Background: an optimization exercise with open tools, aiming at small area, a short achievable clock period and few clock cycles per item. Do not read the settings as production practice. The RTL was checked by simulation tests, not by an equivalence proof against the original design. Power is estimated from default activity; no workload was simulated.

== run A ==
Design dadda_mul, start of the top module:
module dadda_mul
(
    input  logic        clk,
    input  logic        rst_n,
    input  logic        in_valid,
    input  logic        mode,
    input  logic [15:0] a,
    input  logic [15:0] b,
    output logic        out_valid,
    output logic [15:0] hi,
    output logic [15:0] lo
);
export LEC_CHECK = 0
export ABC_AREA = 1
export CAP_MARGIN = 20
export CORE_MARGIN = 2
export CORE_UTILIZATION = 60
export CTS_CLUSTER_DIAMETER = 150
export CTS_CLUSTER_SIZE = 30
export SETUP_SLACK_MARGIN = 2.1
export SLEW_MARGIN = 20
export SYNTH_HIERARCHICAL = 1
export SYNTH_MINIMUM_KEEP_SIZE = 0
create_clock -name core_clock -period 4.0 [get_ports {clk}]
standard.sh (not shown) runs the stock make flow with config.mk's settings and CLKGATE_MAP_FILE= SYNTH_SCRIPT=/design/flow/synth_recipe.tcl, a recipe that flattens the netlist after the stock synthesis.
==> flow/flow/run.sh <==
#!/bin/bash
# Standard ORFS layout, except that the port buffers are plain buf_1 cells
# (the default choice is a slow delay-buffer cell).
set -euo pipefail
bash standard.sh BUFFER_PORTS_ARGS="-buffer_cell sky130_fd_sc_hd__buf_1" finish > standard.log 2>&1
In summary, run A completed successfully, with a layout that passed the timing, design-rule and antenna checks.
Testbench counts of run A, summed over its fixed seeds: cycles 16,024, items 16,000.
Setup changes, run A to run B
diff --git a/flow/config.mk b/flow/config.mk
--- a/flow/config.mk
+++ b/flow/config.mk
@@ -9,7 +9,8 @@
 export CAP_MARGIN = 20
 export CORE_MARGIN = 2
-export CORE_UTILIZATION = 60
+export CORE_UTILIZATION = 40
 export CTS_CLUSTER_DIAMETER = 150
 export CTS_CLUSTER_SIZE = 30
+export PLACE_DENSITY = 0.6
 export SETUP_SLACK_MARGIN = 2.1
 export SLEW_MARGIN = 20
Taking run A as the reference, in run B final-layout worst hold slack went down; via count of the first global-routing pass went up; final critical-path share of the clock period went down. Looking at the reports, run B completed the entire flow and the layout it produced met the timing, design-rule and antenna checks.
For run C, these inputs were changed with respect to run B:
diff --git a/flow/config.mk b/flow/config.mk
--- a/flow/config.mk
+++ b/flow/config.mk
@@ -10,7 +10,6 @@
 export CORE_MARGIN = 2
 export CORE_UTILIZATION = 40
-export CTS_CLUSTER_DIAMETER = 150
-export CTS_CLUSTER_SIZE = 30
-export PLACE_DENSITY = 0.6
+export CTS_CLUSTER_DIAMETER = 100
+export CTS_CLUSTER_SIZE = 20
 export SETUP_SLACK_MARGIN = 2.1
 export SLEW_MARGIN = 20
Results
Delta (run C minus run B): final-report max-slew violation count saw little to no change, final clock period utilization by the worst path saw little to no change, post-layout instance count excluding filler cells saw an increase. Total power deteriorates in run C relative to run B. Delta(portion of total power attributed to sequential cells, run C - run B) < 0. Between run C and run B, the sequential standard cell area does not differ in any meaningful way.

* * *

== P ==
Another version of the RTL of dadda_mul (not shown whole).
Size: ~260 flip-flops, about 69 I/O pins.
## dadda_mul
module dadda_mul
(
    input  logic        clk,
    input  logic        rst_n,
    input  logic        in_valid,
    input  logic        mode,
    input  logic [15:0] a,
    input  logic [15:0] b,
    output logic        out_valid,
    output logic [15:0] hi,
    output logic [15:0] lo
);
    logic [3:0] vld;
    logic [31:0] prod;
    logic ax1;
    logic bx2;
    logic an3;
    logic an4;
    logic an5;
    logic an6;
    logic an7;
    logic an8;
    logic an9;
    logic an10;
    logic an11;
    logic an12;
    logic an13;
    logic an14;
    logic an15;
    logic an16;
    logic an17;
    logic an18;
    logic an19;
    logic onen20;
    logic twon21;
    logic onen20_q1;
    logic an3_q1;
    logic b_1_q1;
    logic pp22;
    logic an4_q1;
    logic twon21_q1;
    logic pp23;
    logic an5_q1;
    logic pp24;
    logic an6_q1;
    logic pp25;
    logic an7_q1;
    logic pp26;
    logic an8_q1;
    logic pp27;
  ...
Settings: LEC_CHECK=0, ABC_AREA=1, CAP_MARGIN=20, CORE_MARGIN=2, CORE_UTILIZATION=40, CTS_CLUSTER_DIAMETER=150, CTS_CLUSTER_SIZE=30, SETUP_SLACK_MARGIN=2.1, SLEW_MARGIN=20, SYNTH_HIERARCHICAL=1, SYNTH_MINIMUM_KEEP_SIZE=0; clock period 4.0 ns.
run.sh (not shown) runs the stock make flow with config.mk's settings and CLKGATE_MAP_FILE= SYNTH_SCRIPT=/design/flow/synth_recipe.tcl, a recipe that flattens the netlist after the stock synthesis.
Stock flow here: none of the scripts above is used.
Testbench counts of P, summed over its fixed seeds: cycles 16,024, items 16,000.
diff inputs: P => Q
==> flow/flow/run.sh (new file) <==
#!/bin/bash
# Standard ORFS layout, except that the port buffers are plain buf_1 cells
# (the default choice is a slow delay-buffer cell).
set -euo pipefail
bash standard.sh BUFFER_PORTS_ARGS="-buffer_cell sky130_fd_sc_hd__buf_1" finish > standard.log 2>&1
==> flow/standard.sh (new file) <==
#!/bin/bash
# synth_recipe.tcl (not shown) runs the flow's synth.tcl, then flattens the netlist and writes it again
# the make line also repeats each setting of config.mk as NAME=value (left out here)
make -C /OpenROAD-flow-scripts/flow DESIGN_CONFIG=/design/flow/config.mk WORK_HOME=/design/flow/orfs CLKGATE_MAP_FILE= SYNTH_SCRIPT=/design/flow/synth_recipe.tcl "${@:-finish}"
--- a/flow/config.mk
+++ b/flow/config.mk
@@ -12,5 +12,5 @@
 export CTS_CLUSTER_DIAMETER = 150
 export CTS_CLUSTER_SIZE = 30
-export SETUP_SLACK_MARGIN = 2.1
+export SETUP_SLACK_MARGIN = 2.15
 export SLEW_MARGIN = 20
 export SYNTH_HIERARCHICAL = 1
removed: flow/run.sh
[summary]
- The clock skew of P and that of Q are within noise of each other.
- P and Q ended up with nearly the same final layout net count.
- Between P and Q, core utilization decreased.
- In Q the layout overhead on the synthesized area turned out 2.7 points lower than in P.
- From P to Q the numbers moved as follows: first-pass GRT wire length moved down, via count of the first global-routing pass dropped about 2%.
- When the final numbers for P and Q were put side by side, the sequential group share of total power turned out to be smaller in P.
- In summary, Q completed successfully, with a layout that passed the timing, design-rule and antenna checks.
- Q gives less worst hold slack than P did.
- Re post-route cell area: Q is 330 um^2 down on P.
- The final reports for Q and P show overall routing resource usage lower in the former.

-- what the ideal ports hide --
In the flow no input, the clock included, has a driving cell. The finished layouts below were timed again as built, in two steps. Step 1, drivers: a clkbuf_16 drives clk and a buf_2 each remaining input, both assumed. Step 2 moves the port delays by t, midway between the first and last clock arrival at a register: inputs arrive t later, outputs are due t later. That takes back most of the time a late clock gives input paths. Three values: ideal, step 1, step 2; two values: the first two.
run | t (ns) | slack for setup (ns) | hold WS [ns] | clock arrival spread, ns | worst data-port slew with drivers (ns)
run A | 0.522 | 2.040 / 2.040 / 2.040 | 0.126 / 0.098 / 0.337 | 0.018 / 0.018 | 0.05
run B | 0.534 | 2.052 / 2.052 / 2.052 | 0.115 / 0.092 / 0.334 | 0.021 / 0.021 | 0.05
run C | 0.542 | 2.054 / 2.054 / 2.054 | 0.102 / 0.079 / 0.332 | 0.028 / 0.028 | 0.05
P | 0.532 | 2.071 / 2.071 / 2.071 | 0.329 / 0.329 / 0.329 | 0.017 / 0.017 | 0.04
Q | 0.534 | 2.054 / 2.054 / 2.054 | 0.110 / 0.081 / 0.337 | 0.016 / 0.017 | 0.04
After both steps setup and hold are still met in every run listed.
